Source: an optimization exercise on an open RTL-to-GDS flow (aim: a short achievable clock period and few clock cycles). Production flows keep margins and buffers that such runs may drop.
In this exercise RTL edits were held to simulation tests only and were not proved equivalent to the original.
Power and IR drop assume default switching activity.

==> flow/design.v <==
package vm_pkg;
  localparam int VM_NUM_THREADS = 64;
  localparam int VM_PC_W        = 16;
  localparam int TID_W          = $clog2(VM_NUM_THREADS);
  localparam logic [VM_PC_W-1:0] INACTIVE = 16'hFFFF;
  localparam logic [VM_PC_W-1:0] KILL_REQ = 16'hFFFE;
  typedef enum logic {
    OP_SETVEC         = 1'b0,
    OP_UPDATE_CHANNEL = 1'b1
  } cmd_op_e;
  typedef enum logic [1:0] {
    CH_RESUME = 2'd0,
    CH_PAUSE  = 2'd1,
    CH_KILL   = 2'd2,
    CH_NONE   = 2'd3
  } chan_type_e;
endpackage
module vm_thread_table
#(
  parameter int NUM_THREADS = vm_pkg::VM_NUM_THREADS,
  parameter int PC_W        = vm_pkg::VM_PC_W
) (
  input  logic                           clk,
  input  logic                           reset,
  input  logic                           commit,
  input  logic                           y_we,
  input  logic [$clog2(NUM_THREADS)-1:0] y_idx,
  input  logic                           y_kill,
  input  logic [PC_W-1:0]                y_pc,
  input  logic                           c_we,
  input  logic                           c_op,
  input  logic [$clog2(NUM_THREADS)-1:0] c_first,
  input  logic [$clog2(NUM_THREADS)-1:0] c_last,
  input  logic [PC_W-1:0]                c_arg,
  output logic [NUM_THREADS-1:0][PC_W-1:0] pc_q,
  output logic [NUM_THREADS-1:0][PC_W-1:0] req_pc_q,
  output logic [NUM_THREADS-1:0]         req_none_q,   
  output logic [NUM_THREADS-1:0]         next_run      
);
  localparam int TW = $clog2(NUM_THREADS);
  localparam logic [PC_W-1:0] PC_INACTIVE = PC_W'(vm_pkg::INACTIVE);
  localparam logic [PC_W-1:0] PC_KILL     = PC_W'(vm_pkg::KILL_REQ);
  logic [NUM_THREADS-1:0] pc_act;      
  logic [NUM_THREADS-1:0] req_kill;    
  logic [NUM_THREADS-1:0] req_paused;
  logic y_inact;
  logic c_setvec;
  logic c_arg_none, c_arg_kill;
  assign y_inact    = y_kill || (y_pc == PC_INACTIVE);
  assign c_setvec   = (c_op == vm_pkg::OP_SETVEC);
  assign c_arg_none = (c_arg == PC_INACTIVE);
  assign c_arg_kill = (c_arg == PC_KILL);
  for (genvar t = 0; t < NUM_THREADS; t++) begin : g_thr
    logic hit, set_rpc, set_kill, set_pa;
    assign hit      = c_we && (c_setvec ? (c_first == TW'(t))
                                        : (c_first <= TW'(t) && TW'(t) <= c_last));
    assign set_rpc  = hit && c_setvec;
    assign set_kill = hit && !c_setvec && (c_arg[1:0] == vm_pkg::CH_KILL);
    assign set_pa   = hit && !c_setvec && !c_arg[1];
    always_ff @(posedge clk) begin
      if (!reset) begin
        pc_q[t]       <= (t == 0) ? '0 : PC_INACTIVE;
        pc_act[t]     <= (t == 0);
        req_pc_q[t]   <= PC_INACTIVE;
        req_none_q[t] <= 1'b1;
        req_kill[t]   <= 1'b0;
        req_paused[t] <= 1'b0;
      end else begin
        if (y_we && y_idx == TW'(t)) begin
          pc_q[t]   <= y_inact ? PC_INACTIVE : y_pc;
          pc_act[t] <= !y_inact;
        end else if (commit && !req_none_q[t]) begin
          pc_q[t]   <= req_kill[t] ? PC_INACTIVE : req_pc_q[t];
          pc_act[t] <= !req_kill[t];
        end
        if (set_rpc) begin
          req_pc_q[t]   <= c_arg;
          req_none_q[t] <= c_arg_none;
          req_kill[t]   <= c_arg_kill;
        end else if (set_kill) begin
          req_pc_q[t]   <= PC_KILL;
          req_none_q[t] <= 1'b0;
          req_kill[t]   <= 1'b1;
        end else if (commit) begin
          req_pc_q[t]   <= PC_INACTIVE;
          req_none_q[t] <= 1'b1;
          req_kill[t]   <= 1'b0;
        end
        if (set_pa) req_paused[t] <= c_arg[0];
      end
    end
    assign next_run[t] = !req_paused[t] && (req_none_q[t] ? pc_act[t] : !req_kill[t]);
  end
endmodule
module vm_thread_scheduler
#(
  parameter int NUM_THREADS = vm_pkg::VM_NUM_THREADS,
  parameter int PC_W        = vm_pkg::VM_PC_W
) (
  input  logic                           clk,
  input  logic                           reset,
  input  logic                           frame_start,
  output logic                           frame_done,
  output logic                           busy,
  output logic                           run_valid,
  output logic [$clog2(NUM_THREADS)-1:0] run_thread,
  output logic [PC_W-1:0]                run_pc,
  input  logic                           yield_valid,
  input  logic                           yield_kill,
  input  logic [PC_W-1:0]                yield_pc,
  input  logic                           cmd_valid,
  output logic                           cmd_ready,
  input  logic                           cmd_op,
  input  logic [$clog2(NUM_THREADS)-1:0] cmd_first,
  input  logic [$clog2(NUM_THREADS)-1:0] cmd_last,
  input  logic [PC_W-1:0]                cmd_arg
);
  localparam int TW = $clog2(NUM_THREADS);
  localparam int GS = 8;                     
  localparam int NG = NUM_THREADS / GS;
  localparam int GW = $clog2(GS);
  logic                   busy_q, done_q, run_q, start_pend;
  logic [TW-1:0]          thr_q;
  logic [PC_W-1:0]        pc_q;
  logic [NUM_THREADS-1:0] todo;               
  logic                   rdy_q;
  logic                   ys_v, ys_kill;
  logic [TW-1:0]          ys_idx;
  logic [PC_W-1:0]        ys_pc;
  logic                   cs_v, cs_op;
  logic [TW-1:0]          cs_first, cs_last;
  logic [PC_W-1:0]        cs_arg;
  logic [NUM_THREADS-1:0][PC_W-1:0] tpc, trpc;
  logic [NUM_THREADS-1:0]           trnone, next_run;
  logic accept, commit, yield_take, load;
  assign accept     = !busy_q && frame_start;
  assign commit     = (accept && !cs_v) || start_pend;
  assign yield_take = run_q && yield_valid;
  assign load       = commit || yield_take;
  logic                   use_todo;
  logic [NUM_THREADS-1:0] cand;
  logic [NUM_THREADS-1:0][PC_W-1:0] cpc;
  assign use_todo = busy_q && !start_pend;
  assign cand     = use_todo ? todo : next_run;
  for (genvar t = 0; t < NUM_THREADS; t++) begin : g_cpc
    assign cpc[t] = (use_todo || trnone[t]) ? tpc[t] : trpc[t];
  end
  logic [NG-1:0]                     gany, goh;
  logic [NG-1:0][GS-1:0]             loh;
  logic [NG-1:0][GW-1:0]             lidx;
  logic [NG-1:0][PC_W-1:0]           lpc;
  logic [NUM_THREADS-1:0]            sel_oh;
  logic                              sel_any;
  logic [TW-1:0]                     sel_idx;
  logic [PC_W-1:0]                   sel_pc;
  for (genvar g = 0; g < NG; g++) begin : g_grp
    assign gany[g] = |cand[g*GS +: GS];
    always_comb begin
      logic seen;
      seen    = 1'b0;
      lidx[g] = '0;
      lpc[g]  = '0;
      for (int j = 0; j < GS; j++) begin
        loh[g][j] = cand[g*GS + j] && !seen;
        seen      = seen || cand[g*GS + j];
        lidx[g]   = lidx[g] | ({GW{loh[g][j]}} & GW'(j));
        lpc[g]    = lpc[g]  | ({PC_W{loh[g][j]}} & cpc[g*GS + j]);
      end
    end
  end
  always_comb begin
    logic seen;
    seen    = 1'b0;
    sel_idx = '0;
    sel_pc  = '0;
    for (int g = 0; g < NG; g++) begin
      goh[g]  = gany[g] && !seen;
      seen    = seen || gany[g];
      sel_idx = sel_idx | ({TW{goh[g]}} & {GW'(g), lidx[g]});
      sel_pc  = sel_pc  | ({PC_W{goh[g]}} & lpc[g]);
    end
    sel_any = seen;
    for (int t = 0; t < NUM_THREADS; t++) sel_oh[t] = goh[t / GS] && loh[t / GS][t % GS];
  end
  always_ff @(posedge clk) begin
    if (!reset) begin
      busy_q     <= 1'b0;
      done_q     <= 1'b0;
      run_q      <= 1'b0;
      start_pend <= 1'b0;
      thr_q      <= '0;
      pc_q       <= '0;
      todo       <= '0;
    end else begin
      if (load) begin
        busy_q     <= 1'b1;
        start_pend <= 1'b0;
        run_q      <= sel_any;
        done_q     <= !sel_any;
        thr_q      <= sel_idx;
        pc_q       <= sel_pc;
        todo       <= cand & ~sel_oh;
      end else if (done_q) begin
        busy_q <= 1'b0;
        done_q <= 1'b0;
      end else if (accept) begin
        busy_q     <= 1'b1;
        start_pend <= 1'b1;
      end
    end
  end
  always_ff @(posedge clk) begin
    if (!reset) begin
      ys_v  <= 1'b0;
      cs_v  <= 1'b0;
      rdy_q <= 1'b0;
    end else begin
      ys_v  <= yield_take;
      cs_v  <= cmd_valid && rdy_q;
      rdy_q <= 1'b1;
    end
  end
  always_ff @(posedge clk) begin
    ys_idx   <= thr_q;
    ys_kill  <= yield_kill;
    ys_pc    <= yield_pc;
    cs_op    <= cmd_op;
    cs_first <= cmd_first;
    cs_last  <= cmd_last;
    cs_arg   <= cmd_arg;
  end
  vm_thread_table #(
    .NUM_THREADS(NUM_THREADS),
    .PC_W       (PC_W)
  ) u_table (
    .clk       (clk),
    .reset     (reset),
    .commit    (commit),
    .y_we      (ys_v),
    .y_idx     (ys_idx),
    .y_kill    (ys_kill),
    .y_pc      (ys_pc),
    .c_we      (cs_v),
    .c_op      (cs_op),
    .c_first   (cs_first),
    .c_last    (cs_last),
    .c_arg     (cs_arg),
    .pc_q      (tpc),
    .req_pc_q  (trpc),
    .req_none_q(trnone),
    .next_run  (next_run)
  );
  assign busy       = busy_q;
  assign frame_done = done_q;
  assign run_valid  = run_q;
  assign run_thread = thr_q;
  assign run_pc     = pc_q;
  assign cmd_ready  = rdy_q;
endmodule
==> flow/run.sh <==
#!/bin/bash
# synth_recipe.tcl (not shown) runs the flow's synth.tcl, then flattens the netlist and writes it again
# the make line also repeats each setting of config.mk as NAME=value (left out here)
make -C /OpenROAD-flow-scripts/flow DESIGN_CONFIG=/design/flow/config.mk WORK_HOME=/design/flow/orfs CLKGATE_MAP_FILE= SYNTH_SCRIPT=/design/flow/synth_recipe.tcl finish
==> flow/config.mk <==
export PLATFORM = sky130hd
export DESIGN_NAME = vm_thread_scheduler
export DESIGN_NICKNAME = vm_thread_scheduler
export VERILOG_FILES = /design/flow/design.v
export SDC_FILE = /design/flow/constraint.sdc
export NUM_CORES = 4
export LEC_CHECK = 0
export CAP_MARGIN = 20
export CORE_MARGIN = 2
export CORE_UTILIZATION = 40
export SETUP_SLACK_MARGIN = 0.3
export SLEW_MARGIN = 20
==> flow/constraint.sdc <==
create_clock -name core_clock -period 10.0 [get_ports {clk}]
set_input_delay 2.0000 -clock core_clock [delete_from_list [all_inputs] [get_ports {clk}]]
set_output_delay 2.0000 -clock core_clock [all_outputs]
set_load 0.01 [all_outputs]
==> flow_summary.json, run 1 <==
{
  "run_status": "finished clean",
  "layout.cells.non_filler": 17350,
  "layout.cells.most_common_list": "2429 x dfxtp_1, 2000 x nand2_1, 1803 x o22ai_1, 1336 x nor2_1, 1161 x o21ai_0",
  "vdd.ir_drop.worst_mv": 0.1580,
  "reg2reg_end": "pc_q[11]",
  "post_synth_instance_area_mm2": 0.1135,
  "route.detailed.vias_per_inst": 6.652,
  "area_delta_synth_final_pct": 11.33,
  "number_of_nets_in_the_final_layout": 13410,
  "max_slew.worst_pin.slew_ns": 1.350,
  "setup.worst_path.class": "reg -> reg",
  "rsz0062_at_grt": "no",
  "depth_of_the_worst_hold_timing_path": 2,
  "power.density_cell_area_mw_per_mm2": 179.3,
  "htreeDepth": 5,
  "clk_path_buf_depth": 4,
  "detailed_place.area_mm2": 0.1169,
  "ctsRootBufferMaster": "clkbuf_16",
  "final_setup_violation_count": 0,
  "drive_gt1_share_pct": 9.073,
  "gpl.final_weighted_congestion": 1.092,
  "worst_hold_startpoint": "todo[42]",
  "critical_path_arrival_ns": 7.07,
  "detailed_router_s_first_iteration_violation_count": 19650,
  "worstRegToRegCells": 11,
  "initial_core_util_pct": 40.20,
  "p_leak_nw": 40.86,
  "synth_sequential_area_ratio_pct": 43.20,
  "num_vias": 115400,
  "yosys_register_bits": 2449,
  "grt_most_used_layer": "met2",
  "syn_area_per_cell_um2": 8.113,
  "remaining_antenna_violation_count_after_routing": 0,
  "floorplan.die_area_mm2": 0.2880,
  "residual_drc": 0,
  "synth.yosys.warnings": 2,
  "global_route.usage.met2_pct": 47.86,
  "rows": 195,
  "largest_net_degree_at_the_start_of_global_routing": 243,
  "cts_num_sinks": 2449,
  "post_cts_hold_buffer_count": 0,
  "number_of_enable_flip_flop_cells_after_synthesis": 0,
  "cp-end-kind": "flop",
  "numCtsBuffers": 282,
  "overflow_left_after_global_routing": 0,
  "distinct_cell_type_count_of_the_synthesized_netlist": 99,
  "required_time_worst_endpoint_ns": 10.85,
  "critPathLaunchType": "flop",
  "rel_slew_slack_pct": 9.078,
  "grt_first_pass_wirelength_um": 743500,
  "io_pins": 77,
  "hold_class": "reg -> reg",
  "hpwl_um": 328000,
  "cts_resized": 0,
  "timing_max_transition_violations_final": 0,
  "antenna_found_initial": 58,
  "die_h_um": 536.6,
  "synth_cells": 13990,
  "ff2ff_setup_slack_ns": 3.78,
  "stdcell_area_mm2": 0.1263,
  "dpl.cell_count": 16810,
  "mostFrequentLayoutCell": "dfxtp_1",
  "finalCritPeriodShare_pct": 62.15,
  "finalHoldViolations": 0,
  "postSynth.asyncResetShare_pct": 0,
  "finalCriticalPeriod_ns": 6.215,
  "clk_latency_ns": 0.93,
  "fin_tns_setup_ns": 0,
  "synthesis.nets": 14040,
  "grt.total_usage_pct": 34.59,
  "clock_tree_from_tritoncts": "done",
  "route.detailed.wl_per_inst_um": 30.22,
  "die_extent_in_x_um": 536.6,
  "port_buffers": 76,
  "number_of_max_cap_violations": 0,
  "crit-reg2reg-launch": "busy_q",
  "fmaxAchievable_mhz": 160.9,
  "synth_ff_type": "dfxtp_1",
  "min_delay_worst_endpoint": "todo[42]",
  "grt_pass1_vias": 101400,
  "postCtsSetupBuffers": 0,
  "totalWireLength_um": 524300,
  "global_route.usage.met1_pct": 45.37,
  "worstPathMaxFanout": 94,
  "grt_use_met3_pct": 10.96,
  "worst_clock_skew_ns": 0.07271,
  "clk_transition_reported_paths_ns": 0.07,
  "drt_pre_antenna_iters": 10,
  "design.core.area_mm2": 0.2823
}
==> stage by stage <==
step	worst slack, ns	hold slack (ns)	total power [mW]	util, %
floorplan	5.936	0.3904	11.07	-
global placement	3.801	0.4432	12.09	41.39
detailed placement	4.087	0.4470	12.09	41.42
CTS	4.085	0.4563	22.49	44.69
global route	4.034	0.4872	23.02	44.73
finish	3.785	0.4586	22.65	44.76
==> worst max-delay path: stages (launching register included) <==
cell	delay (ns)
dfxtp_4	0.71
and2b_4	0.69
buf_12	0.54
o41a_1	0.24
buf_4	0.28
nand4_1	0.35
and4b_4	0.60
nand4_4	0.39
nor3_4	0.82
o21ai_0	0.73
and4_1	0.47
a31oi_1	0.17
==> per-layer routing <==
layer | share of wire (%) | vias to the layer above
met3 | 13 | 1779
met5 | 0.066 | -
met4 | 8.0 | 38
met2 | 40 | 7942
li1 | - | 50160
met1 | 39 | 55500
==> state kept, by name (all words and copies together), names as in the netlist, 6 cells and up <==
signal	flops
u_table.pc_q	1024
u_table.req_pc_q	1024
todo	64
u_table.pc_act	64
u_table.req_kill	64
u_table.req_none_q	64
u_table.req_paused	64
cs_arg	16
pc_q	16
ys_pc	16
cs_first	6
cs_last	6
thr_q	6
ys_idx	6
==> cell families after synthesis <==
kind of cell	count (synthesis)	share of synthesized area [%]
AOI/OAI and AO/OA	4656	26.22
DFF	2449	43.20
and+or+nand+nor	4631	17.76
muxes	884	8.020
buffers and inverters	1367	4.806
==> where the power goes <==
group	total (mW)	switching (mW)	internal, mW
Clock	10.6	4.49	6.13
Sequential	9.98	0.166	9.81
Combinational	2.05	1.65	0.393
==> layout make-up <==
type                    instances  area (um2)
fillers                     27720      156000
multi-input cells           10170       59530
flip-flops and latches       2449       49100
clock buffers                 417        8250
well taps                    3743        4683
repair buffers                434        3635
clock inverters                76       972.2
diodes                         40       100.1
inverters                      20       76.32
==> worst max path at each step <==
stage,startpoint,endpoint,slack [ns],cells after the start
2_1_floorplan,frame_start,todo[1],5.94,9
3_3_place_gp,busy_q,pc_q[13],3.80,10
3_5_place_dp,busy_q,pc_q[8],4.09,10
4_1_cts,busy_q,pc_q[8],4.09,10
5_1_grt,busy_q,pc_q[12],4.03,11
6_report,busy_q,pc_q[11],3.78,11
==> Yosys cell counts (13+ instances only) <==
| cell type | count | share of area, % |
|---|---|---|
| or2_2 | 45 | 0.25 |
| nor2_2 | 51 | 0.28 |
| a21oi_1 | 373 | 1.6 |
| and3_1 | 35 | 0.19 |
| nor3b_1 | 22 | 0.15 |
| a211o_1 | 16 | 0.12 |
| o211a_1 | 49 | 0.43 |
| o41a_1 | 21 | 0.21 |
| a222oi_1 | 41 | 0.36 |
| dfxtp_1 | 2449 | 43 |
| or4_1 | 13 | 0.086 |
| a22oi_1 | 30 | 0.20 |
| nor2b_1 | 146 | 0.80 |
| buf_2 | 78 | 0.34 |
| o22a_1 | 35 | 0.27 |
| nand3b_1 | 50 | 0.33 |
| o22ai_1 | 1803 | 9.9 |
| o41ai_1 | 14 | 0.11 |
| a211oi_1 | 90 | 0.60 |
| o221ai_1 | 97 | 0.75 |
| o211ai_1 | 288 | 1.9 |
| o21ai_0 | 1167 | 5.1 |
| nand2_1 | 2007 | 6.6 |
| o21ai_1 | 51 | 0.22 |
| clkbuf_1 | 1149 | 3.8 |
| a221oi_1 | 23 | 0.18 |
| nand4_1 | 44 | 0.24 |
| o31ai_1 | 24 | 0.16 |
| nor3_1 | 360 | 1.6 |
| mux2_2 | 201 | 2.0 |
| inv_1 | 18 | 0.060 |
| a31oi_1 | 42 | 0.23 |
| or3_1 | 139 | 0.77 |
| a21o_1 | 14 | 0.093 |
| a21boi_0 | 98 | 0.65 |
| o311ai_0 | 246 | 1.9 |
| buf_4 | 31 | 0.21 |
| buf_1 | 76 | 0.25 |
| nor4_1 | 29 | 0.16 |
| o21a_1 | 42 | 0.28 |
| mux2i_1 | 682 | 6.0 |
| nor2_1 | 1379 | 4.6 |
| nand2b_1 | 69 | 0.38 |
| and2_1 | 28 | 0.15 |
| nand3_1 | 167 | 0.74 |
Testbench counts, summed over its fixed seeds: cycles 21,619.
==> run 2: changes to the inputs <==
--- a/flow/design.v
+++ b/flow/design.v
@@ -130,58 +130,27 @@
   logic                   cs_v, cs_op;
   logic [TW-1:0]          cs_first, cs_last;
   logic [PC_W-1:0]        cs_arg;
-  logic [NUM_THREADS-1:0][PC_W-1:0] tpc, trpc;
+  logic [NUM_THREADS-1:0][PC_W-1:0] tpc, trpc, npc;
   logic [NUM_THREADS-1:0]           trnone, next_run;
-  logic accept, commit, yield_take, load;
+  logic accept, commit, yield_take, load, in_frame;
   assign accept     = !busy_q && frame_start;
   assign commit     = (accept && !cs_v) || start_pend;
   assign yield_take = run_q && yield_valid;
   assign load       = commit || yield_take;
-  logic                   use_todo;
-  logic [NUM_THREADS-1:0] cand;
-  logic [NUM_THREADS-1:0][PC_W-1:0] cpc;
-  assign use_todo = busy_q && !start_pend;
-  assign cand     = use_todo ? todo : next_run;
-  for (genvar t = 0; t < NUM_THREADS; t++) begin : g_cpc
-    assign cpc[t] = (use_todo || trnone[t]) ? tpc[t] : trpc[t];
-  end
-  logic [NG-1:0]                     gany, goh;
-  logic [NG-1:0][GS-1:0]             loh;
-  logic [NG-1:0][GW-1:0]             lidx;
-  logic [NG-1:0][PC_W-1:0]           lpc;
-  logic [NUM_THREADS-1:0]            sel_oh;
-  logic                              sel_any;
-  logic [TW-1:0]                     sel_idx;
-  logic [PC_W-1:0]                   sel_pc;
-  for (genvar g = 0; g < NG; g++) begin : g_grp
-    assign gany[g] = |cand[g*GS +: GS];
-    always_comb begin
-      logic seen;
-      seen    = 1'b0;
-      lidx[g] = '0;
-      lpc[g]  = '0;
-      for (int j = 0; j < GS; j++) begin
-        loh[g][j] = cand[g*GS + j] && !seen;
-        seen      = seen || cand[g*GS + j];
-        lidx[g]   = lidx[g] | ({GW{loh[g][j]}} & GW'(j));
-        lpc[g]    = lpc[g]  | ({PC_W{loh[g][j]}} & cpc[g*GS + j]);
-      end
-    end
-  end
-  always_comb begin
-    logic seen;
-    seen    = 1'b0;
-    sel_idx = '0;
-    sel_pc  = '0;
-    for (int g = 0; g < NG; g++) begin
-      goh[g]  = gany[g] && !seen;
-      seen    = seen || gany[g];
-      sel_idx = sel_idx | ({TW{goh[g]}} & {GW'(g), lidx[g]});
-      sel_pc  = sel_pc  | ({PC_W{goh[g]}} & lpc[g]);
-    end
-    sel_any = seen;
-    for (int t = 0; t < NUM_THREADS; t++) sel_oh[t] = goh[t / GS] && loh[t / GS][t % GS];
-  end
+  assign in_frame   = busy_q && !start_pend;
+  for (genvar t = 0; t < NUM_THREADS; t++) begin : g_npc
+    assign npc[t] = trnone[t] ? tpc[t] : trpc[t];
+  end
+  logic                   a_any, b_any;
+  logic [TW-1:0]          a_idx, b_idx;
+  logic [PC_W-1:0]        a_pc, b_pc;
+  logic [NUM_THREADS-1:0] a_oh, b_oh;
+  vm_sched_pick #(.N(NUM_THREADS), .W(PC_W), .GS(GS)) u_pick_a (
+    .vec(todo), .data(tpc), .any(a_any), .idx(a_idx), .oh(a_oh), .sel(a_pc)
+  );
+  vm_sched_pick #(.N(NUM_THREADS), .W(PC_W), .GS(GS)) u_pick_b (
+    .vec(next_run), .data(npc), .any(b_any), .idx(b_idx), .oh(b_oh), .sel(b_pc)
+  );
   always_ff @(posedge clk) begin
     if (!reset) begin
       busy_q     <= 1'b0;
@@ -195,11 +164,11 @@
       if (load) begin
         busy_q     <= 1'b1;
         start_pend <= 1'b0;
-        run_q      <= sel_any;
-        done_q     <= !sel_any;
-        thr_q      <= sel_idx;
-        pc_q       <= sel_pc;
-        todo       <= cand & ~sel_oh;
+        run_q      <= in_frame ? a_any : b_any;
+        done_q     <= in_frame ? !a_any : !b_any;
+        thr_q      <= in_frame ? a_idx : b_idx;
+        pc_q       <= in_frame ? a_pc : b_pc;
+        todo       <= in_frame ? (todo & ~a_oh) : (next_run & ~b_oh);
       end else if (done_q) begin
         busy_q <= 1'b0;
         done_q <= 1'b0;
@@ -257,3 +226,53 @@
   assign run_pc     = pc_q;
   assign cmd_ready  = rdy_q;
 endmodule
+module vm_sched_pick
+#(
+  parameter int N  = 64,
+  parameter int W  = 16,
+  parameter int GS = 8
+) (
+  input  logic [N-1:0]        vec,
+  input  logic [N-1:0][W-1:0] data,
+  output logic                any,
+  output logic [$clog2(N)-1:0] idx,
+  output logic [N-1:0]        oh,
+  output logic [W-1:0]        sel
+);
+  localparam int NG = N / GS;
+  localparam int GW = $clog2(GS);
+  localparam int TW = $clog2(N);
+  logic [NG-1:0]          gany, goh;
+  logic [NG-1:0][GS-1:0]  loh;
+  logic [NG-1:0][GW-1:0]  lidx;
+  logic [NG-1:0][W-1:0]   lsel;
+  for (genvar g = 0; g < NG; g++) begin : g_grp
+    assign gany[g] = |vec[g*GS +: GS];
+    always_comb begin
+      logic seen;
+      seen    = 1'b0;
+      lidx[g] = '0;
+      lsel[g] = '0;
+      for (int j = 0; j < GS; j++) begin
+        loh[g][j] = vec[g*GS + j] && !seen;
+        seen      = seen || vec[g*GS + j];
+        lidx[g]   = lidx[g] | ({GW{loh[g][j]}} & GW'(j));
+        lsel[g]   = lsel[g] | ({W{loh[g][j]}} & data[g*GS + j]);
+      end
+    end
+  end
+  always_comb begin
+    logic seen;
+    seen = 1'b0;
+    idx  = '0;
+    sel  = '0;
+    for (int g = 0; g < NG; g++) begin
+      goh[g] = gany[g] && !seen;
+      seen   = seen || gany[g];
+      idx    = idx | ({TW{goh[g]}} & {GW'(g), lidx[g]});
+      sel    = sel | ({W{goh[g]}} & lsel[g]);
+    end
+    any = seen;
+    for (int t = 0; t < N; t++) oh[t] = goh[t / GS] && loh[t / GS][t % GS];
+  end
+endmodule
--- a/flow/config.mk
+++ b/flow/config.mk
@@ -8,5 +8,5 @@
 export CAP_MARGIN = 20
 export CORE_MARGIN = 2
 export CORE_UTILIZATION = 40
-export SETUP_SLACK_MARGIN = 0.3
+export SETUP_SLACK_MARGIN = 5
 export SLEW_MARGIN = 20
==> run 2 against run 1 <==
Register-to-register slack improved by 1.1 ns; largest power group unchanged; power rose by 3.3%; clock power rose by 5%; clock-buffer cell count fell by 10; die area rose by 7.2%; maximum frequency rose by 21%; still clean on timing, DRC and antenna; sequential share of layout area fell by 2.8 points; first-iteration DRC count rose by 14%; flip-flop and latch count did not move.
==> flow_summary.json, run 2 <==
{
  "postSynth.asyncResetShare_pct": 0,
  "fin_tns_setup_ns": 0,
  "setup.worst_path.class": "reg -> reg",
  "initial_core_util_pct": 40.20,
  "power_frac_seq_pct": 42.5,
  "finalHoldViolations": 0,
  "synth_sequential_area_ratio_pct": 40.28,
  "p_leak_nw": 48.72,
  "power.net_switching_mw": 6.769,
  "critPathLaunchType": "flop",
  "filler_cell_count": 30370,
  "gpl.final_weighted_congestion": 1.077,
  "fmaxAchievable_mhz": 194.9,
  "ctsRootBufferMaster": "clkbuf_16",
  "critPathMaxStageDelay_ns": 0.84,
  "grt.total_usage_pct": 41.14,
  "synthDominantCellAreaShare_pct": 40.28,
  "cts_num_sinks": 2449,
  "largest_net_degree_at_the_start_of_global_routing": 207,
  "grt_first_pass_wirelength_um": 924600,
  "hold_class": "reg -> reg",
  "rel_slew_slack_pct": 8.088,
  "area_delta_synth_final_pct": 11.82,
  "die_h_um": 555.6,
  "synth.yosys.warnings": 3,
  "syn_area_per_cell_um2": 7.941,
  "max_slew.worst_pin.slew_ns": 1.379,
  "power_mw": 23.41,
  "drt_pre_antenna_iters": 9,
  "layout.cells.most_common_list": "2431 x dfxtp_1, 2093 x nand2_1, 1611 x o22ai_1, 1399 x nor2_1, 1079 x o21ai_0",
  "drive_gt1_share_pct": 9.071,
  "finalCritPeriodShare_pct": 51.30,
  "clk_latency_ns": 0.98,
  "number_of_enable_flip_flop_cells_after_synthesis": 0,
  "remaining_antenna_violation_count_after_routing": 0,
  "detailed_router_s_first_iteration_violation_count": 22350,
  "rsz0062_at_grt": "yes",
  "yosysMostFrequentCell": "dfxtp_1",
  "htreeDepth": 5,
  "synthesis.nets": 15380,
  "distinct_cell_type_count_of_the_synthesized_netlist": 93,
  "largest_registers": "u_table.pc_q: 1024 flops, u_table.req_pc_q: 1024 flops",
  "clock_tree_from_tritoncts": "done",
  "power_report.internal_total_mw": 16.64,
  "clk_path_buf_depth": 4,
  "power_frac_comb_pct": 10.0,
  "worst_clock_skew_ns": 0.06895,
  "number_of_max_cap_violations": 0,
  "critical_path_arrival_ns": 6.03,
  "number_of_nets_in_the_final_layout": 14660,
  "synthTopCellsByArea": "dfxtp_1 40%, o22ai_1 8.3%, nand2_1 6.5%",
  "finalCriticalPeriod_ns": 5.130,
  "yosys_register_bits": 2449,
  "clk_transition_reported_paths_ns": 0.06,
  "numCtsBuffers": 288,
  "floorplan.die_area_mm2": 0.3087,
  "residual_drc": 0,
  "synth_commonest_cells": "2449 x dfxtp_1, 2104 x nand2_1, 1611 x o22ai_1, 1443 x nor2_1, 1386 x clkbuf_1",
  "die_extent_in_x_um": 555.6,
  "cp-end-kind": "flop",
  "grt_pass1_vias": 117800,
  "slowest_stage": "nor4_2",
  "mostFrequentLayoutCell": "dfxtp_1",
  "design.core.area_mm2": 0.3028,
  "post_cts_hold_buffer_count": 0,
  "dp_slack_ns": 3.791,
  "critPathMostFrequentCell": "buf_4",
  "timing.critical_path.cells": "buf_4, or2_2, a21oi_4, buf_4, nor4_2, and4b_1, nand4_1, a2111oi_4, buf_4, inv_1, o21bai_1, o31a_1",
  "port_buffers": 76,
  "antenna_found_initial": 52,
  "vdd.ir_drop.worst_mv": 0.1620,
  "totalWireLength_um": 666300,
  "layout.area.seq_mm2": 0.04909,
  "route.detailed.vias_per_inst": 6.997,
  "rows": 202,
  "clkPwrFrac_pct": 47.4,
  "worstPathMaxFanout": 30,
  "synth_cells": 15330,
  "power_switching_share_pct": 28.92,
  "final_util_pct": 44.95,
  "io_pins": 77,
  "required_time_worst_endpoint_ns": 10.90,
  "worst_slack_ns": 4.870,
  "synth_ff_type": "dfxtp_1",
  "hpwl_um": 444100,
  "synth.largest_area_cell": "dfxtp_1",
  "overflow_left_after_global_routing": 0,
  "power.density_cell_area_mw_per_mm2": 172.0,
  "run_status": "finished clean",
  "route.detailed.wl_per_inst_um": 35.34,
  "final_setup_violation_count": 0,
  "post_synth_instance_area_mm2": 0.1217,
  "multi_input_comb_area_mm2": 0.06738,
  "num_vias": 131900,
  "timing_max_transition_violations_final": 0
}
==> run 2: cell count changes in the layout (fill, tap and decap cells not counted), sizes merged, moves of 53 or more <==
cell    before   now
a21oi      374   526
a221oi      23   229
a22oi       30   134
a31oi       42    95
buf        357   489
mux2       202   121
nand2     2008  2104
nor2b      146    87
o211ai     288   710
o21ai     1219  1115
o22ai     1803  1611
or3        140   370
==> run 2: timing repair <==
action                                  CTS  global route
resized for setup                         3             6
pin swaps                                 0             2
endpoints found under the setup margin   15            17
setup buffers                             0             3
==> run 2: final cells by class <==
class / instances / share of cell area [%]
Clock inverter: 109 / 1.002
Antenna cell: 39 / 0.07171
Clock buffer: 407 / 6.187
Inverter: 33 / 0.09193
Multi-Input combinational cell: 11280 / 49.51
Timing Repair Buffer: 564 / 3.414
Tap cell: 3978 / 3.657
Sequential cell: 2449 / 36.07
==> run 2: metal layers <==
metal / track usage, % / share of wire, % / routed length, um / up-vias
met5: 0 / 0.036 / 237 / -
met2: 56.23 / 40 / 263300 / 9873
met4: 34.44 / 9.8 / 65120 / 30
met3: 13.69 / 14 / 90270 / 2398
li1: - / - / - / 55780
met1: 51.81 / 37 / 247400 / 63860
==> run 2: through the flow <==
step / hold WS (ns) / instances / instance area [um2]
detailed placement: 0.4690 / 18290 / 126000
finish: 0.4836 / 18860 / 136100
global placement: 0.4645 / 18290 / 125900
floorplan: 0.3927 / 15330 / 121700
CTS: 0.4845 / 18810 / 135800
global route: 0.5028 / 18830 / 136000
==> run 2: cells by family (layout without fill, tap and decap cells) <==
group | count (synthesis) | in the layout | synth area share [%]
compound gates | 5352 | 5352 | 28.99
other cells | 0 | 39 | 0
simple gates | 5071 | 5071 | 18.58
mux | 853 | 853 | 7.139
flops | 2449 | 2449 | 40.28
buf+inv | 1603 | 1113 | 5.021
==> run 2: critical path, delay by kind of cell, from the launching register on <==
kind,cells,cell delay [ns]
simple gates,4,2.15
compound gates,4,1.52
buf+inv,4,1.09
flops,1,0.30
==> run 2: final timing paths <==
| check | cells past startpoint | start | endpoint | slack, ns |
|---|---|---|---|---|
| setup reg to reg | 12 | u_table.req_none_q[24] | thr_q[0] | 4.87 |
| hold / removal | 2 | u_table.pc_q[0] | u_table.pc_q[0] | 0.48 |
| hold reg to reg | 2 | u_table.pc_q[0] | u_table.pc_q[0] | 0.48 |
| setup / recovery | 12 | u_table.req_none_q[24] | thr_q[0] | 4.87 |
==> run 2: power groups by stage <==
| stage | combinational [mW] | clock, mW | sequential [mW] |
|---|---|---|---|
| floorplan | 1.03 | 0 | 10.1 |
| global placement | 2.17 | 0 | 10.2 |
| finish | 2.35 | 11.1 | 9.96 |
| CTS | 2.17 | 11.1 | 9.95 |
| global route | 2.29 | 11.5 | 9.95 |
| detailed placement | 2.17 | 0 | 10.2 |
Testbench counts of run 2, summed over its fixed seeds: cycles 21,619.
==> run 3: changes to the inputs <==
--- a/flow/design.v
+++ b/flow/design.v
@@ -119,25 +119,18 @@
   localparam int GS = 8;                     
   localparam int NG = NUM_THREADS / GS;
   localparam int GW = $clog2(GS);
-  logic                   busy_q, done_q, run_q, start_pend;
+  logic                   busy_q, done_q, run_q;
   logic [TW-1:0]          thr_q;
   logic [PC_W-1:0]        pc_q;
   logic [NUM_THREADS-1:0] todo;               
   logic                   rdy_q;
-  logic                   ys_v, ys_kill;
-  logic [TW-1:0]          ys_idx;
-  logic [PC_W-1:0]        ys_pc;
-  logic                   cs_v, cs_op;
-  logic [TW-1:0]          cs_first, cs_last;
-  logic [PC_W-1:0]        cs_arg;
   logic [NUM_THREADS-1:0][PC_W-1:0] tpc, trpc, npc;
   logic [NUM_THREADS-1:0]           trnone, next_run;
-  logic accept, commit, yield_take, load, in_frame;
-  assign accept     = !busy_q && frame_start;
-  assign commit     = (accept && !cs_v) || start_pend;
+  logic commit, yield_take, load, cmd_take;
+  assign commit     = !busy_q && frame_start;
   assign yield_take = run_q && yield_valid;
   assign load       = commit || yield_take;
-  assign in_frame   = busy_q && !start_pend;
+  assign cmd_take   = cmd_valid && rdy_q;
   for (genvar t = 0; t < NUM_THREADS; t++) begin : g_npc
     assign npc[t] = trnone[t] ? tpc[t] : trpc[t];
   end
@@ -156,47 +149,26 @@
       busy_q     <= 1'b0;
       done_q     <= 1'b0;
       run_q      <= 1'b0;
-      start_pend <= 1'b0;
       thr_q      <= '0;
       pc_q       <= '0;
       todo       <= '0;
     end else begin
       if (load) begin
         busy_q     <= 1'b1;
-        start_pend <= 1'b0;
-        run_q      <= in_frame ? a_any : b_any;
-        done_q     <= in_frame ? !a_any : !b_any;
-        thr_q      <= in_frame ? a_idx : b_idx;
-        pc_q       <= in_frame ? a_pc : b_pc;
-        todo       <= in_frame ? (todo & ~a_oh) : (next_run & ~b_oh);
+        run_q      <= busy_q ? a_any : b_any;
+        done_q     <= busy_q ? !a_any : !b_any;
+        thr_q      <= busy_q ? a_idx : b_idx;
+        pc_q       <= busy_q ? a_pc : b_pc;
+        todo       <= busy_q ? (todo & ~a_oh) : (next_run & ~b_oh);
       end else if (done_q) begin
         busy_q <= 1'b0;
         done_q <= 1'b0;
-      end else if (accept) begin
-        busy_q     <= 1'b1;
-        start_pend <= 1'b1;
       end
     end
   end
   always_ff @(posedge clk) begin
-    if (!reset) begin
-      ys_v  <= 1'b0;
-      cs_v  <= 1'b0;
-      rdy_q <= 1'b0;
-    end else begin
-      ys_v  <= yield_take;
-      cs_v  <= cmd_valid && rdy_q;
-      rdy_q <= 1'b1;
-    end
-  end
-  always_ff @(posedge clk) begin
-    ys_idx   <= thr_q;
-    ys_kill  <= yield_kill;
-    ys_pc    <= yield_pc;
-    cs_op    <= cmd_op;
-    cs_first <= cmd_first;
-    cs_last  <= cmd_last;
-    cs_arg   <= cmd_arg;
+    if (!reset) rdy_q <= 1'b0;
+    else        rdy_q <= 1'b1;
   end
   vm_thread_table #(
     .NUM_THREADS(NUM_THREADS),
@@ -205,15 +177,15 @@
     .clk       (clk),
     .reset     (reset),
     .commit    (commit),
-    .y_we      (ys_v),
-    .y_idx     (ys_idx),
-    .y_kill    (ys_kill),
-    .y_pc      (ys_pc),
-    .c_we      (cs_v),
-    .c_op      (cs_op),
-    .c_first   (cs_first),
-    .c_last    (cs_last),
-    .c_arg     (cs_arg),
+    .y_we      (yield_take),
+    .y_idx     (thr_q),
+    .y_kill    (yield_kill),
+    .y_pc      (yield_pc),
+    .c_we      (cmd_take),
+    .c_op      (cmd_op),
+    .c_first   (cmd_first),
+    .c_last    (cmd_last),
+    .c_arg     (cmd_arg),
     .pc_q      (tpc),
     .req_pc_q  (trpc),
     .req_none_q(trnone),
==> run 3 against run 2 <==
Critical path depth is 2 lower; maximum frequency is 2.4% lower; global-route usage is 2.4 points lower; synthesized cell count is 0.97% higher; clock skew is 0.018 ns lower; largest power group unchanged.
==> flow_summary.json, run 3 <==
{
  "run_status": "finished clean",
  "fin_tns_setup_ns": 0,
  "power_frac_comb_pct": 10.5,
  "yosys_register_bits": 2394,
  "remaining_antenna_violation_count_after_routing": 0,
  "synth_commonest_cells": "2394 x dfxtp_1, 2313 x nand2_1, 1745 x nor2_1, 1600 x o22ai_1, 1475 x clkbuf_1",
  "synth.mux.area_fraction_pct": 7.510,
  "port_buffers": 76,
  "yosysMostFrequentCell": "dfxtp_1",
  "finalHoldViolations": 0,
  "filler_cell_count": 30040,
  "postSynth.asyncResetShare_pct": 0,
  "number_of_enable_flip_flop_cells_after_synthesis": 0,
  "fmaxAchievable_mhz": 190.3,
  "hpwl_um": 417200,
  "hold_class": "reg -> reg",
  "htreeDepth": 5,
  "yosys.area_share.adder_pct": 0,
  "timing.critical_path.cells": "buf_4, or4_1, nor4b_2, nand4_4, nand2b_1, buf_4, a31oi_1, or4_1, or3_1, a32o_1",
  "p_leak_nw": 46.89,
  "power.density_cell_area_mw_per_mm2": 169.7,
  "num_vias": 129000,
  "residual_drc": 0,
  "clkPwrFrac_pct": 46.9,
  "required_time_worst_endpoint_ns": 10.90,
  "route.detailed.wl_per_inst_um": 33.22,
  "finalCriticalPeriod_ns": 5.254,
  "die_h_um": 553.2,
  "clock_tree_from_tritoncts": "done",
  "rel_slew_slack_pct": 14.98,
  "synth_simple_gate_area_share_pct": 19.87,
  "design.core.area_mm2": 0.3000,
  "number_of_nets_in_the_final_layout": 14690,
  "detailed_router_s_first_iteration_violation_count": 20630,
  "worst_hold_startpoint": "u_table.req_kill[18]",
  "dpl.cell_count": 18290,
  "slowest_stage": "a31oi_1",
  "crit-reg2reg-launch": "todo[8]",
  "final_setup_violation_count": 0,
  "critical_path_arrival_ns": 6.15,
  "synth_sequential_area_ratio_pct": 39.72,
  "clk_transition_reported_paths_ns": 0.06,
  "synth-xor-area-share_pct": 0,
  "min_delay_worst_endpoint": "u_table.req_kill[18]",
  "gpl.final_weighted_congestion": 1.050,
  "totalWireLength_um": 626000,
  "power_mw": 22.75,
  "synth.yosys.warnings": 3,
  "synth_cells": 15480,
  "drt_pre_antenna_iters": 9,
  "grt_first_pass_wirelength_um": 875200,
  "critPathLaunchType": "flop",
  "cpLargestDelayFamily": "simple AND/OR/NAND/NOR gates",
  "reg2reg_end": "pc_q[1]",
  "layout.cells.non_filler": 18840,
  "setup.worst_path.class": "reg -> reg",
  "overflow_left_after_global_routing": 0,
  "grt.total_usage_pct": 38.75,
  "ctsRootBufferMaster": "clkbuf_16",
  "antenna_found_initial": 46,
  "routedLengthMet1_um": 236800,
  "cts_num_sinks": 2394,
  "topRoutingLayerUsed": "met5",
  "worstRegToRegCells": 10,
  "numCtsBuffers": 281,
  "power.net_switching_mw": 6.496,
  "worst_slack_ns": 4.746,
  "power_frac_seq_pct": 42.5,
  "clk_latency_ns": 0.96,
  "die_extent_in_x_um": 553.2,
  "initial_core_util_pct": 40.21,
  "largest_registers": "u_table.pc_q: 1024 flops, u_table.req_pc_q: 1024 flops",
  "timing_max_transition_violations_final": 0,
  "critPathMaxStageDelay_ns": 0.94,
  "routed-wl-met2_um": 258800,
  "power_report.internal_total_mw": 16.25,
  "path_depth": 10,
  "grt_pass1_vias": 114800,
  "finalCritPeriodShare_pct": 52.54,
  "power_switching_share_pct": 28.56,
  "largest_net_degree_at_the_start_of_global_routing": 206,
  "synthDominantCellAreaShare_pct": 39.72,
  "distinct_cell_type_count_of_the_synthesized_netlist": 89,
  "rsz0062_at_grt": "yes",
  "clk_path_buf_depth": 4,
  "synth_top_family_by_area": "compound AO/OA/AOI/OAI gates",
  "synth.largest_area_cell": "dfxtp_1",
  "synthesis.nets": 15530,
  "synthTopCellsByArea": "dfxtp_1 40%, o22ai_1 8.3%, nand2_1 7.2%",
  "cp-end-kind": "flop",
  "syn_area_per_cell_um2": 7.796,
  "layout.cells.most_common_list": "2389 x dfxtp_1, 2301 x nand2_1, 1693 x nor2_1, 1600 x o22ai_1, 924 x o21ai_0",
  "worstPathMaxFanout": 38,
  "dp_slack_ns": 3.456,
  "area_delta_synth_final_pct": 11.12,
  "synth-compound-area-share_pct": 27.63,
  "synth_ff_type": "dfxtp_1",
  "post_synth_instance_area_mm2": 0.1206,
  "mostFrequentLayoutCell": "dfxtp_1",
  "rows": 201,
  "route.detailed.vias_per_inst": 6.844,
  "ff2ff_setup_slack_ns": 4.75,
  "max_slew.worst_pin.slew_ns": 1.269,
  "number_of_max_cap_violations": 0,
  "depth_of_the_worst_hold_timing_path": 2,
  "detailroute.wirelength.met3_um": 75000,
  "vdd.ir_drop.worst_mv": 0.1673,
  "floorplan.die_area_mm2": 0.3060,
  "cp.buffers_inverters": 2,
  "drive_gt1_share_pct": 9.819,
  "worst_clock_skew_ns": 0.05134,
  "io_pins": 77
}
-- run 3: metrics by stage --
stage | utilization [%] | hold slack [ns] | cell area (um2)
3_3_place_gp | 41.33 | 0.4516 | 124000
2_1_floorplan | - | 0.4407 | 120600
6_report | 44.68 | 0.4685 | 134100
3_5_place_dp | 41.34 | 0.4558 | 124000
4_1_cts | 44.48 | 0.4643 | 133500
5_1_grt | 44.66 | 0.4907 | 134000
-- run 3: worst max path at each step --
stage / start / to / slack [ns]
finish: todo[8] / pc_q[1] / 4.75
global route: yield_valid / u_table.pc_q[290] / 4.88
CTS: cmd_last[3] / u_table.req_pc_q[18] / 4.99
detailed placement: cmd_first[5] / u_table.req_pc_q[600] / 3.46
global placement: frame_start / pc_q[15] / 3.21
floorplan: cmd_first[3] / u_table.req_pc_q[277] / 5.48
-- run 3: cell families (layout without fill, tap and decap cells) --
family          after synthesis  in the layout
flops                      2394           2394
mux                         873            873
compound gates             4938           4938
simple gates               5587           5587
other cells                   0             36
buf+inv                    1684           1057
-- run 3: what timing repair did --
item,CTS,global route
pin swaps,2,1
gates resized for setup,23,55
setup buffers,3,7
endpoints found under the setup margin,267,509
hold buffers,0,0
-- run 3: routing by layer --
| layer | track usage (%) | vias up |
|---|---|---|
| li1 | - | 55610 |
| met4 | 29.42 | 34 |
| met2 | 55.71 | 8932 |
| met3 | 10.50 | 2117 |
| met1 | 49.17 | 62260 |
| met5 | 0 | - |
-- run 3: worst reg2reg max path, stage by stage (launching register included) --
cell and delay, ns:
dfxtp_1 0.30, buf_4 0.25, or4_1 0.84, nor4b_2 0.75, nand4_4 0.48, nand2b_1 0.53
buf_4 0.36, a31oi_1 0.96, or4_1 0.45, or3_1 0.17, a32o_1 0.15
-- run 3: layout make-up --
class,instances,area [um2],area share (%)
multi-input combinational,11400,67390,50.27
sequential,2394,47930,35.75
clock buffer,415,8303,6.193
tap,3958,4952,3.694
timing repair buffer,531,4284,3.196
clock inverter,82,997.2,0.7438
inverter,29,108.9,0.08120
antenna,36,90.09,0.06720
-- run 3: power groups by stage --
stage	Clock, mW	Combinational [mW]	Sequential [mW]
after floorplan	0	1.10	9.84
after global placement	0	2.22	9.88
after detailed placement	0	2.21	9.88
after CTS	10.7	2.22	9.67
after global routing	11.1	2.36	9.67
final	10.7	2.40	9.68
Testbench counts of run 3, summed over its fixed seeds: cycles 21,413.
==> run 4: changes to the inputs <==
==> flow/flow/run.sh (new file) <==
#!/bin/bash
set -euo pipefail
bash standard.sh synth > synth.log 2>&1
bash standard.sh SETUP_SLACK_MARGIN=7 finish > layout.log 2>&1
==> flow/standard.sh (new file) <==
#!/bin/bash
# synth_recipe.tcl (not shown) runs the flow's synth.tcl, then flattens the netlist and writes it again
# the make line also repeats each setting of config.mk as NAME=value (left out here)
make -C /OpenROAD-flow-scripts/flow DESIGN_CONFIG=/design/flow/config.mk WORK_HOME=/design/flow/orfs CLKGATE_MAP_FILE= SYNTH_SCRIPT=/design/flow/synth_recipe.tcl "${@:-finish}"
--- a/flow/config.mk
+++ b/flow/config.mk
@@ -8,5 +8,4 @@
 export CAP_MARGIN = 20
 export CORE_MARGIN = 2
 export CORE_UTILIZATION = 40
-export SETUP_SLACK_MARGIN = 5
 export SLEW_MARGIN = 20
removed: flow/run.sh
==> run 4 against run 3 <==
Worst hold slack gained 0.0093 ns; clock skew grew 0.030 ns; largest cell class unchanged; combinational power grew 71%; power grew 7.6%; clock power is essentially flat; highest routed layer unchanged; now fails the layout checks on slew limit; synthesized area is the same; utilization grew 12 points; critical path type unchanged; sequential share of layout area shrank 7.4 points.
==> flow_summary.json, run 4 <==
{
  "finalCriticalPeriod_ns": 3.828,
  "yosys_register_bits": 2394,
  "route.detailed.vias_per_inst": 7.374,
  "port_buffers": 76,
  "power_frac_seq_pct": 39.5,
  "initial_core_util_pct": 40.21,
  "timing_max_transition_violations_final": 39,
  "num_vias": 148700,
  "synth_sequential_area_ratio_pct": 39.72,
  "distinct_cell_type_count_of_the_synthesized_netlist": 89,
  "synth_cells": 15480,
  "check-failures": "slew limit",
  "worstPathMaxFanout": 19,
  "p_leak_nw": 60.82,
  "timing.critical_path.cells": "or2_2, a21oi_2, nor4_2, clkbuf_8, buf_4, buf_4, a21oi_2, o211ai_1, a2111oi_4, nand4_1, a32o_1",
  "worst_clock_skew_ns": 0.08134,
  "filler_cell_count": 25820,
  "finalHoldViolations": 0,
  "final_setup_violation_count": 0,
  "io_pins": 77,
  "clock_tree_from_tritoncts": "done",
  "yosysMostFrequentCell": "dfxtp_1",
  "hpwl_um": 405500,
  "grt_pass1_vias": 127100,
  "antenna_found_initial": 77,
  "number_of_max_cap_violations": 0,
  "largest_registers": "u_table.pc_q: 1024 flops, u_table.req_pc_q: 1024 flops",
  "synth.yosys.warnings": 3,
  "path_depth": 11,
  "clkPwrFrac_pct": 43.7,
  "power.density_cell_area_mw_per_mm2": 144.1,
  "ctsRootBufferMaster": "clkbuf_16",
  "setup.worst_path.class": "reg -> reg",
  "critical_path_arrival_ns": 4.69,
  "synthesis.nets": 15530,
  "largest_net_degree_at_the_start_of_global_routing": 109,
  "clk_latency_ns": 0.97,
  "grt.total_usage_pct": 44.69,
  "required_time_worst_endpoint_ns": 10.86,
  "synth_ff_type": "dfxtp_1",
  "critPathMaxStageDelay_ns": 0.86,
  "cp-end-kind": "flop",
  "run_status": "complete, but fails checks",
  "synth.largest_area_cell": "dfxtp_1",
  "drt_pre_antenna_iters": 13,
  "drive_gt1_share_pct": 31.86,
  "power_switching_share_pct": 30.84,
  "postSynth.asyncResetShare_pct": 0,
  "max_slew.worst_pin.slew_ns": 1.545,
  "rows": 201,
  "number_of_enable_flip_flop_cells_after_synthesis": 0,
  "rsz0062_at_grt": "yes",
  "clk_transition_reported_paths_ns": 0.06,
  "numCtsBuffers": 278,
  "floorplan.die_area_mm2": 0.3060,
  "vdd.ir_drop.worst_mv": 0.1382,
  "finalCritPeriodShare_pct": 38.28,
  "cpLargestDelayFamily": "compound AO/OA/AOI/OAI gates",
  "fmaxAchievable_mhz": 261.2,
  "layout.cells.most_common_list": "2302 x dfxtp_1, 2096 x nand2_1, 1533 x nor2_1, 846 x o22ai_2, 777 x buf_4",
  "remaining_antenna_violation_count_after_routing": 0,
  "hold_class": "reg -> reg",
  "post_cts_hold_buffer_count": 0,
  "rel_slew_slack_pct": -2.998,
  "synthDominantCellAreaShare_pct": 39.72,
  "htreeDepth": 5,
  "power_frac_comb_pct": 16.8,
  "area_delta_synth_final_pct": 40.81,
  "design.core.area_mm2": 0.3000,
  "totalWireLength_um": 776800,
  "synth_commonest_cells": "2394 x dfxtp_1, 2313 x nand2_1, 1745 x nor2_1, 1600 x o22ai_1, 1475 x clkbuf_1",
  "die_extent_in_x_um": 553.2,
  "cts_num_sinks": 2394,
  "syn_area_per_cell_um2": 7.796,
  "residual_drc": 0,
  "worst_slack_ns": 6.172,
  "post_synth_instance_area_mm2": 0.1206,
  "power_report.internal_total_mw": 16.93,
  "slowest_stage": "a2111oi_4",
  "grt_first_pass_wirelength_um": 997500,
  "route.detailed.wl_per_inst_um": 38.53,
  "dp_slack_ns": 3.703,
  "depth_of_the_worst_hold_timing_path": 2,
  "number_of_nets_in_the_final_layout": 15980,
  "overflow_left_after_global_routing": 0,
  "fin_tns_setup_ns": 0,
  "gpl.final_weighted_congestion": 1.075,
  "worstRegToRegCells": 11,
  "critPathLaunchType": "flop",
  "power.net_switching_mw": 7.549,
  "detailed_router_s_first_iteration_violation_count": 28730,
  "mostFrequentLayoutCell": "dfxtp_1",
  "clk_path_buf_depth": 4,
  "synthTopCellsByArea": "dfxtp_1 40%, o22ai_1 8.3%, nand2_1 7.2%",
  "die_h_um": 553.2,
  "cp.buffers_inverters": 3
}
==> run 4: cell count changes in the layout (fill, tap and decap cells not counted), moves of 205 or more <==
| cell | change |
|---|---|
| buf_12 | +290 |
| buf_4 | +341 |
| buf_6 | +305 |
| nand2_1 | -205 |
| o21ai_0 | -733 |
| o21ai_1 | +596 |
| o22ai_1 | -908 |
| o22ai_2 | +846 |
| o311ai_0 | -582 |
| o311ai_1 | +574 |
==> run 4: path summary, 6_finish.rpt <==
| check | startpoint | endpoint | slack, ns |
|---|---|---|---|
| max reg2reg | u_table.req_kill[3] | pc_q[10] | 6.17 |
| min | u_table.req_kill[18] | u_table.req_kill[18] | 0.48 |
| min reg2reg | u_table.req_kill[18] | u_table.req_kill[18] | 0.48 |
| max | u_table.req_kill[3] | pc_q[10] | 6.17 |
==> run 4: cell families (layout without fill, tap and decap cells) <==
group,Yosys count,after routing,synth area share (%)
and+or+nand+nor,5587,5785,19.87
AOI/OAI and AO/OA,4938,4939,27.63
DFF,2394,2394,39.72
buffers and inverters,1684,2150,5.272
muxes,873,873,7.510
other,0,64,0
==> run 4: routing by layer <==
layer | up-vias | global-route usage, % | part of all wire [%]
met4 | 56 | 41.29 | 12
met3 | 4661 | 19.43 | 17
met5 | - | 1.047 | 0.19
met1 | 70900 | 52.69 | 33
li1 | 58730 | - | -
met2 | 14350 | 60.14 | 38
==> run 4: timing repair <==
item                                     CTS  global route
gates resized for setup                 2636          1691
gates cloned                             239           116
endpoints found under the setup margin  2418          2198
setup buffers                            657           391
pin swaps                                881          1027
==> run 4: power groups by stage <==
stage / clock, mW / combinational (mW) / sequential (mW)
after floorplan: 0 / 1.36 / 9.84
after global placement: 0 / 2.28 / 9.88
after detailed placement: 0 / 2.28 / 9.88
after CTS: 10.6 / 3.24 / 9.67
after global routing: 11.0 / 3.95 / 9.67
final: 10.7 / 4.10 / 9.67
==> run 4: worst min-delay path, stage by stage, from the launching register on <==
cell     delay [ns]
dfxtp_1        0.33
nand2_1        0.06
a21oi_1        0.05
==> run 4: layout make-up <==
cell class	instances	area, um2	area share [%]
timing repair buffer	1632	21170	12.46
timing repair inverter	1	5.005	0.002946
clock inverter	66	910.9	0.5362
inverter	29	155.1	0.09132
antenna	64	160.2	0.09427
tap	3958	4952	2.915
sequential	2394	48210	28.38
multi-input combinational	11600	86020	50.64
clock buffer	422	8303	4.887
==> run 4: through the flow <==
| stage | hold WS (ns) | power, mW | utilization [%] | cell area, um2 | cells |
|---|---|---|---|---|---|
| CTS | 0.4685 | 23.49 | 52.03 | 156100 | 19590 |
| global route | 0.4904 | 24.57 | 56.59 | 169800 | 20120 |
| global placement | 0.4503 | 12.16 | 42.22 | 126700 | 18200 |
| detailed placement | 0.4550 | 12.16 | 42.24 | 126700 | 18200 |
| finish | 0.4778 | 24.48 | 56.62 | 169900 | 20160 |
| floorplan | 0.4348 | 11.21 | - | 129300 | 15480 |

-- re-timing with driven ports --
The results above use ideal ports. As a check the final layouts listed here were re-extracted and re-timed, cells and wires unchanged. Step 1 assumes that a clkbuf_16 drives the clock port and a buf_2 every other input. Step 2 moves the port delays by t, midway between the first and last clock arrival at a register: inputs arrive t later, outputs are due t later. That takes back most of the time a late clock gives input paths. a / b / c = ideal ports / drivers / drivers and shift; a / b = the first two.
| run | shift t [ns] | setup slack, ns | worst setup path after step 2 | worst slew at a driven data input, ns |
|---|---|---|---|---|
| run 1 | 0.997 | 3.785 / 3.785 / 3.628 | input to register | 0.09 |
| run 2 | 1.058 | 4.870 / 4.870 / 3.995 | input to register | 0.16 |
| run 3 | 1.042 | 4.746 / 4.746 / 3.764 | input to register | 0.20 |
| run 4 | 1.047 | 6.172 / 6.172 / 5.294 | input to register | 0.75 |
For run 3, which loses most, drivers alone change the setup slack by 0.000 ns; drivers and shift together by -0.982 ns.
